This is an optimization exercise on Yosys and OpenROAD, whose aim is small area, not a production implementation. Function was checked by simulation only, so behaviour that the tests miss may differ from the original. Power figures rest on the tool's default switching activity, not on a simulated workload.

==> wip/umber <==
## radar_ctrl_top
module radar_ctrl_top #(
	parameter int unsigned sync_stages = 2,
	parameter int unsigned time_width = 64
) (
	input  logic                  clk,
	input  logic                  rst,
	input  logic                  sclk,
	input  logic                  cs,
	input  logic                  mosi,
	output logic [time_width-1:0] sys_time,
	output logic                  time_update,
	output logic                  busy,
	output logic                  pulse,
	output logic                  blank,
	output logic [47:0]           freq_word,
	output logic                  frame_error,
	output logic                  cmd_reject
);
clock: 10.0 ns
lec_check: 0
cap_margin: 20
core_margin: 2
core_utilization: 40
cts_buf_list: sky130_fd_sc_hd__clkbuf_4
slew_margin: 20
run.sh (not shown) runs the stock make flow with config.mk's settings and CLKGATE_MAP_FILE= SYNTH_SCRIPT=/design/flow/synth_recipe.tcl, a recipe that flattens the netlist after the stock synthesis.
==> inputs of wip/juniper, as changes to wip/umber <==
--- a/flow/design.v
+++ b/flow/design.v
@@ -4,14 +4,100 @@
 	localparam logic [7:0] type_fixed = 8'd0;  
 	localparam logic [7:0] type_chirp = 8'd1;  
 	localparam logic [7:0] type_hop   = 8'd2;  
 endpackage
 `default_nettype wire
 `timescale 1ns/1ps
 `default_nettype none
+module rc_cla #(
+	parameter int unsigned W = 32,
+	parameter int unsigned K = 8
+) (
+	input  logic [W-1:0] a,
+	input  logic [W-1:0] b,
+	input  logic         cin,
+	output logic [W-1:0] s,
+	output logic         cout
+);
+	localparam int unsigned NB = (W + K - 1) / K;
+	logic [W-1:0] p;
+	logic [W-1:0] g;
+	logic [W-1:0] gi;  
+	logic [W-1:0] pi;  
+	logic [NB:0] bc;  
+	always_comb
+	begin
+		p = a ^ b;
+		g = a & b;
+		for (int i = 0; i < W; i++)
+		begin
+			if (i % K == 0)
+			begin
+				gi[i] = g[i];
+				pi[i] = p[i];
+			end
+			else
+			begin
+				gi[i] = g[i] | (p[i] & gi[i-1]);
+				pi[i] = p[i] & pi[i-1];
+			end
+		end
+		bc[0] = cin;
+		for (int j = 0; j < NB; j++)
+		begin
+			if (j * K + K - 1 < W)
+				bc[j+1] = gi[j*K+K-1] | (pi[j*K+K-1] & bc[j]);
+			else
+				bc[j+1] = gi[W-1] | (pi[W-1] & bc[j]);
+		end
+		for (int i = 0; i < W; i++)
+		begin
+			if (i % K == 0)
+				s[i] = p[i] ^ bc[i/K];
+			else
+				s[i] = p[i] ^ (gi[i-1] | (pi[i-1] & bc[i/K]));
+		end
+		cout = bc[NB];
+	end
+endmodule
+module rc_inc #(
+	parameter int unsigned W = 32,
+	parameter int unsigned K = 8,
+	parameter bit down = 1'b0
+) (
+	input  logic [W-1:0] a,
+	output logic [W-1:0] s
+);
+	localparam int unsigned NG = (W + K - 1) / K;
+	logic [W-1:0] t;  
+	logic [W-1:0] c;
+	logic [NG-1:0] ga;  
+	logic [NG:0] gc;
+	always_comb
+	begin
+		t = down ? ~a : a;
+		for (int j = 0; j < NG; j++)
+		begin
+			ga[j] = 1'b1;
+			for (int i = j * K; i < j * K + K && i < W; i++)
+				ga[j] = ga[j] & t[i];
+		end
+		gc[0] = 1'b1;
+		for (int j = 0; j < NG; j++)
+			gc[j+1] = gc[j] & ga[j];
+		for (int i = 0; i < W; i++)
+		begin
+			if (i % K == 0)
+				c[i] = gc[i/K];
+			else
+				c[i] = c[i-1] & t[i-1];
+		end
+		s = a ^ c;
+	end
+endmodule
 module radar_ctrl_top #(
 	parameter int unsigned sync_stages = 2,
 	parameter int unsigned time_width = 64
 ) (
 	input  logic                  clk,
 	input  logic                  rst,
 	input  logic                  sclk,
@@ -22,23 +108,32 @@
 	output logic                  busy,
 	output logic                  pulse,
 	output logic                  blank,
 	output logic [47:0]           freq_word,
 	output logic                  frame_error,
 	output logic                  cmd_reject
 );
+	function automatic logic sum_eq(input logic [31:0] a, input logic [31:0] b,
+		input logic [31:0] k);
+		logic [31:0] c;
+		c[0] = 1'b0;
+		for (int i = 1; i < 32; i++)
+			c[i] = (a[i-1] & b[i-1]) | ((a[i-1] | b[i-1]) & ~k[i-1]);
+		sum_eq = ((a ^ b ^ k) == c);
+	endfunction
 	logic [1:0] sclk_sync;
 	logic [1:0] cs_sync;
 	logic [1:0] mosi_sync;
 	logic sclk_d;
 	logic cs_d;
 	logic [8:0] bit_cnt;
 	logic frame_valid;
-	logic [408:0] sh;  
-	logic shifted;  
+	logic [407:0] sh;
+	logic late;  
+	logic late_bit;
 	wire sclk_s = sclk_sync[1];
 	wire cs_s = cs_sync[1];
 	wire mosi_s = mosi_sync[1];
 	wire sclk_rise = sclk_s & ~sclk_d;
 	wire cs_rise = cs_s & ~cs_d;
 	wire cs_fall = ~cs_s & cs_d;
 	wire shift = sclk_rise & ~cs_s;
@@ -60,44 +155,64 @@
 			sclk_sync <= {sclk_sync[0], sclk};
 			cs_sync <= {cs_sync[0], cs};
 			mosi_sync <= {mosi_sync[0], mosi};
 			sclk_d <= sclk_s;
 			cs_d <= cs_s;
 			if (cs_fall)
 				bit_cnt <= '0;
-			else if (sclk_rise && !cs_s && bit_cnt != 9'd409)
+			else if (shift && bit_cnt != 9'd409)
 				bit_cnt <= bit_cnt + 1'b1;
 			frame_valid <= cs_rise && (bit_cnt == 9'd408);
 			frame_error <= cs_rise && (bit_cnt != 9'd408);
 		end
 	end
 	always_ff @(posedge clk)
 	begin
-		shifted <= shift;
-		if (shift)
-			sh <= {sh[407:0], mosi_s};
+		late <= shift && frame_valid;
+		late_bit <= mosi_s;
+		if ((shift && !frame_valid) || late)
+			sh <= {sh[406:0], late ? late_bit : mosi_s};
+	end
+	logic ti_eq_tp;  
+	logic [2:0] span_st;  
+	localparam logic [2:0] span_pos = 3'd3;  
+	localparam logic [2:0] span_neg = 3'd4;  
+	wire in_tp = (bit_cnt >= 9'd312) && (bit_cnt <= 9'd343);
+	wire in_tb2 = (bit_cnt >= 9'd376) && (bit_cnt <= 9'd407);
+	logic [3:0] span_v;
+	always_comb
+	begin
+		span_v = {1'b0, (bit_cnt == 9'd376) ? 2'd0 : span_st[1:0], 1'b0} + {3'b000, sh[63]} -
+			{3'b000, sh[95]} - {3'b000, sh[31]} - {3'b000, mosi_s};
+	end
+	always_ff @(posedge clk)
+	begin
+		if (shift && in_tp)
+			ti_eq_tp <= (bit_cnt == 9'd312 || ti_eq_tp) && (mosi_s == sh[31]);
+		if (shift && in_tb2)
+		begin
+			if (bit_cnt != 9'd376 && (span_st == span_pos || span_st == span_neg))
+				span_st <= span_st;
+			else if (span_v[3])
+				span_st <= span_neg;
+			else if (span_v[2:0] >= 3'd3)
+				span_st <= span_pos;
+			else
+				span_st <= {1'b0, span_v[1:0]};
+		end
 	end
 	wire [63:0] f_ts = sh[215:152];
 	wire [15:0] f_np = sh[151:136];
 	wire [7:0]  f_pt = sh[135:128];
 	wire [31:0] f_ti = sh[127:96];
 	wire [31:0] f_tp = sh[95:64];
 	wire [31:0] f_tb1 = sh[63:32];
 	wire [31:0] f_tb2 = sh[31:0];
-	logic [32:0] f_head;  
-	logic [32:0] f_tail;  
-	logic bad;
-	always_comb
-	begin
-		f_head = {1'b0, f_ti} + {1'b0, f_tb2};
-		f_tail = {1'b0, f_tp} - {1'b0, f_tb1};
-		bad = (f_np == '0) || (f_ti == '0) || (f_ti == f_tp) ||
-			f_tail[32] || (f_head > {1'b0, f_tail[31:0]}) ||
-			(f_pt[7:2] != '0) || (f_pt[1:0] == 2'b11);
-	end
+	wire bad = (f_np == '0) || (f_ti == '0) || ti_eq_tp || (span_st == span_neg) ||
+		(f_pt[7:2] != '0) || (f_pt[1:0] == 2'b11);
 	logic cmd_valid;
 	always_ff @(posedge clk)
 	begin
 		if (rst)
 		begin
 			cmd_valid <= 1'b0;
 			cmd_reject <= 1'b0;
@@ -108,39 +223,39 @@
 			cmd_reject <= frame_valid && bad;
 		end
 	end
 	logic [63:0] p_ts;
 	logic [15:0] p_np;
 	logic [31:0] p_ti;
 	logic [31:0] p_tp;
-	logic [31:0] p_head;
-	logic [31:0] p_tail;
+	logic [31:0] p_tb1;
+	logic [31:0] p_tb2;
 	logic [47:0] p_freq;
 	logic [47:0] p_step;
 	logic [31:0] p_rate;
 	logic p_chirp;
 	logic p_hop;
 	always_ff @(posedge clk)
 	begin
 		if (frame_valid && !bad)
 		begin
 			p_ts <= f_ts;
 			p_np <= f_np;
 			p_ti <= f_ti;
 			p_tp <= f_tp;
-			p_head <= f_head[31:0];
-			p_tail <= f_tail[31:0];
+			p_tb1 <= f_tb1;
+			p_tb2 <= f_tb2;
 			p_freq <= sh[343:296];
 			p_step <= sh[295:248];
 			p_rate <= sh[247:216];
 			p_chirp <= f_pt[0];
 			p_hop <= f_pt[1];
 		end
 	end
-	wire [63:0] preset = shifted ? sh[408:345] : sh[407:344];
+	wire [63:0] preset = sh[407:344];
 	logic pending;
 	logic applied;
 	logic have_cmd;
 	logic seq_busy;
 	wire apply = !seq_busy && (cmd_valid || pending);
 	always_ff @(posedge clk)
 	begin
@@ -161,41 +276,49 @@
 				pending <= 1'b0;
 		end
 	end
 	logic [63:0] a_ts;  
 	logic [15:0] a_np;  
 	logic [31:0] a_ti;
 	logic [31:0] a_tp;
-	logic [31:0] a_head;
-	logic [31:0] a_tail;
+	logic [31:0] a_tb1;
+	logic [31:0] a_tb2;
 	logic [47:0] a_freq;
 	logic [47:0] a_step;
 	logic [31:0] a_rate;
 	logic a_chirp;
 	logic a_hop;
 	logic [63:0] seq_time;
 	logic seq_update;
 	logic armed;
 	logic running;
 	logic seq_pulse;
 	logic seq_bh;  
 	logic seq_bt;  
 	logic seq_start;
+	logic [63:0] time_inc;
 	logic [63:0] time_n;
 	logic start_hit;
 	logic last_slot;
 	logic last_pulse;
 	logic [31:0] phase_inc;
+	logic [15:0] np_dec;
+	logic at_head;  
+	logic at_tail;  
+	rc_inc #(.W(64), .K(8)) time_inc_i (.a(seq_time), .s(time_inc));
+	rc_inc #(.W(32), .K(8)) phase_inc_i (.a(a_ts[31:0]), .s(phase_inc));
+	rc_inc #(.W(16), .K(8), .down(1'b1)) np_dec_i (.a(a_np), .s(np_dec));
 	always_comb
 	begin
-		time_n = cmd_valid ? preset : seq_time + 1'b1;
+		time_n = cmd_valid ? preset : time_inc;
 		start_hit = (armed || applied) && !running && (time_n == a_ts);
-		phase_inc = a_ts[31:0] + 32'd1;
 		last_slot = (phase_inc == a_tp);
 		last_pulse = (a_np == 16'd1);
+		at_head = sum_eq(a_ti, a_tb2, phase_inc);
+		at_tail = sum_eq(phase_inc, a_tb1, a_tp);
 	end
 	always_ff @(posedge clk)
 	begin
 		if (rst)
 		begin
 			seq_time <= '0;
 			seq_update <= 1'b0;
@@ -231,16 +354,16 @@
 					seq_bh <= !last_pulse;
 					seq_bt <= 1'b0;
 					seq_start <= !last_pulse;
 				end
 				else
 				begin
 					seq_pulse <= seq_pulse && (phase_inc != a_ti);
-					seq_bh <= seq_bh && (phase_inc != a_head);
-					seq_bt <= seq_bt || (phase_inc == a_tail);
+					seq_bh <= seq_bh && !at_head;
+					seq_bt <= seq_bt || at_tail;
 					seq_start <= 1'b0;
 				end
 			end
 			else
 			begin
 				if (applied)
 					armed <= 1'b1;
@@ -251,17 +374,23 @@
 				seq_bh <= 1'b0;
 				seq_bt <= 1'b0;
 				seq_start <= 1'b0;
 			end
 		end
 	end
 	logic started;
-	wire [31:0] rate_cnt = a_ts[63:32];
-	wire rate_hit = (rate_cnt == a_rate) || (a_rate == '0);
-	wire [47:0] freq_sum = freq_word + a_step;
+	wire [31:0] rate_left_n = a_ts[63:32];  
+	wire rate_hit = (rate_left_n[31:1] == '1);
+	logic [31:0] rate_dec_n;
+	logic [47:0] freq_sum;
+	logic unused_c2;
+	rc_inc #(.W(32), .K(8)) rate_dec_i (.a(rate_left_n), .s(rate_dec_n));
+	rc_cla #(.W(48), .K(12)) freq_add (
+		.a(freq_word), .b(a_step), .cin(1'b0), .s(freq_sum), .cout(unused_c2)
+	);
 	always_ff @(posedge clk)
 	begin
 		if (rst || applied)
 		begin
 			freq_word <= '0;
 			started <= 1'b0;
 		end
@@ -285,40 +414,40 @@
 	end
 	always_ff @(posedge clk)
 	begin
 		if (apply)
 		begin
 			a_ti <= p_ti;
 			a_tp <= p_tp;
-			a_head <= p_head;
-			a_tail <= p_tail;
+			a_tb1 <= p_tb1;
+			a_tb2 <= p_tb2;
 			a_freq <= p_freq;
 			a_step <= p_step;
 			a_rate <= p_rate;
 			a_chirp <= p_chirp;
 			a_hop <= p_hop;
 		end
 		if (apply)
 			a_np <= p_np;
 		else if (running && last_slot)
-			a_np <= a_np - 16'd1;
+			a_np <= np_dec;
 		if (start_hit)
 			a_ts[31:0] <= '0;
 		else if (running)
 			a_ts[31:0] <= last_slot ? 32'd0 : phase_inc;
 		else if (apply)
 			a_ts[31:0] <= p_ts[31:0];
 		if (apply)
 			a_ts[63:32] <= p_ts[63:32];
 		else if (!rst && !applied)
 		begin
-			if (seq_start)
-				a_ts[63:32] <= 32'd1;
+			if (seq_start || (started && a_chirp && seq_pulse && rate_hit))
+				a_ts[63:32] <= ~a_rate;
 			else if (started && a_chirp && seq_pulse)
-				a_ts[63:32] <= rate_hit ? 32'd1 : rate_cnt + 32'd1;
+				a_ts[63:32] <= rate_dec_n;
 		end
 	end
 	always_ff @(posedge clk)
 	begin
 		if (rst)
 		begin
 			sys_time <= '0;
==> flow/flow/run.sh (new file) <==
#!/bin/bash
# Standard ORFS layout, with CTS told not to add dummy loads.
set -euo pipefail
export CTS_ARGS="-sink_clustering_enable -repair_clock_nets -dont_use_dummy_load -sink_clustering_size 16 -sink_clustering_max_diameter 80 -buf_list sky130_fd_sc_hd__clkbuf_8"
export BUFFER_PORTS_ARGS="-buffer_cell sky130_fd_sc_hd__buf_1"
bash standard.sh > standard_flow.log 2>&1
==> flow/standard.sh (new file) <==
#!/bin/bash
# synth_recipe.tcl (not shown) runs the flow's synth.tcl, then flattens the netlist and writes it again
# the make line also repeats each setting of config.mk as NAME=value (left out here)
make -C /OpenROAD-flow-scripts/flow DESIGN_CONFIG=/design/flow/config.mk WORK_HOME=/design/flow/orfs CLKGATE_MAP_FILE= SYNTH_SCRIPT=/design/flow/synth_recipe.tcl "${@:-finish}"
Settings changed: CORE_UTILIZATION 40 to 60, CTS_BUF_LIST sky130_fd_sc_hd__clkbuf_4 to unset, CTS_CLUSTER_DIAMETER set to 100, CTS_CLUSTER_SIZE set to 28, PLACE_DENSITY set to 0.7.
removed: flow/run.sh
==> qor summary <==
Result of the run: wip/umber timing/DRC/antenna clean; wip/juniper timing/DRC/antenna clean
Power in sequential cells: wip/umber 5.78 mW; wip/juniper 5.93 mW
Clock Latency Late Sink: wip/umber 1.29 ns; wip/juniper 0.76 ns
Final Cell Area: wip/umber 65130 µm²; wip/juniper 52460 µm²
Combined area of the multi-input logic cells: wip/umber 19520 µm²; wip/juniper 11900 µm²
Core Area: wip/umber 143100 µm²; wip/juniper 81850 µm²
Number of global-route vias before repair: wip/umber 37790; wip/juniper 25150
CTS sink count: wip/umber 1299; wip/juniper 1303
Clock buffers: wip/umber 520; wip/juniper 91
Number of non-clock buffers: wip/umber 177; wip/juniper 147
Worst endpoint data arrival time: wip/umber 8.58 ns; wip/juniper 7.68 ns
Count of unique library cells instantiated by Yosys: wip/umber 89; wip/juniper 69
Drt first-iter violations: wip/umber 3455; wip/juniper 2039
Mux share of post-synthesis cell area: wip/umber 1.580%; wip/juniper 1.876%
Slew at the pin with the worst max-slew slack: wip/umber 1.085 ns; wip/juniper 1.111 ns
Post-synthesis net count: wip/umber 4723; wip/juniper 3346
Post-Route Skew: wip/umber 0.1247 ns; wip/juniper 0.1131 ns
Sum of met3 wire segment lengths after detailed routing: wip/umber 9418 µm; wip/juniper 5746 µm
CP bufs+invs: wip/umber 1; wip/juniper 0
Cell leakage power: wip/umber 19.65 nW; wip/juniper 16.58 nW
Routed vias: wip/umber 38440; wip/juniper 24560

## what the ideal ports hide
How much do the figures lean on ideal ports? The routed layouts below were timed once more, with nothing changed but the port constraints.
Step 1 assumes that a clkbuf_16 drives the clock port and a buf_2 every other input.
Step 2 moves the port delays by t, midway between the first and last clock arrival at a register: inputs arrive t later, outputs are due t later. That takes back most of the time a late clock gives input paths.
Slacks: no drivers / after step 1 / after step 2; pairs: no drivers / after step 1.
| run | t (ns) | slack for setup (ns) | worst setup path at the end | worst register clock-pin slew, ns | pins driven straight from the clock port |
|---|---|---|---|---|---|
| wip/umber | 1.296 | 2.202 / 2.202 / 2.202 | register to register | 0.09 / 0.09 | 1 |
| wip/juniper | 0.764 | 2.925 / 2.925 / 2.925 | register to register | 0.11 / 0.11 | 1 |
After both steps every run listed still meets setup and hold.
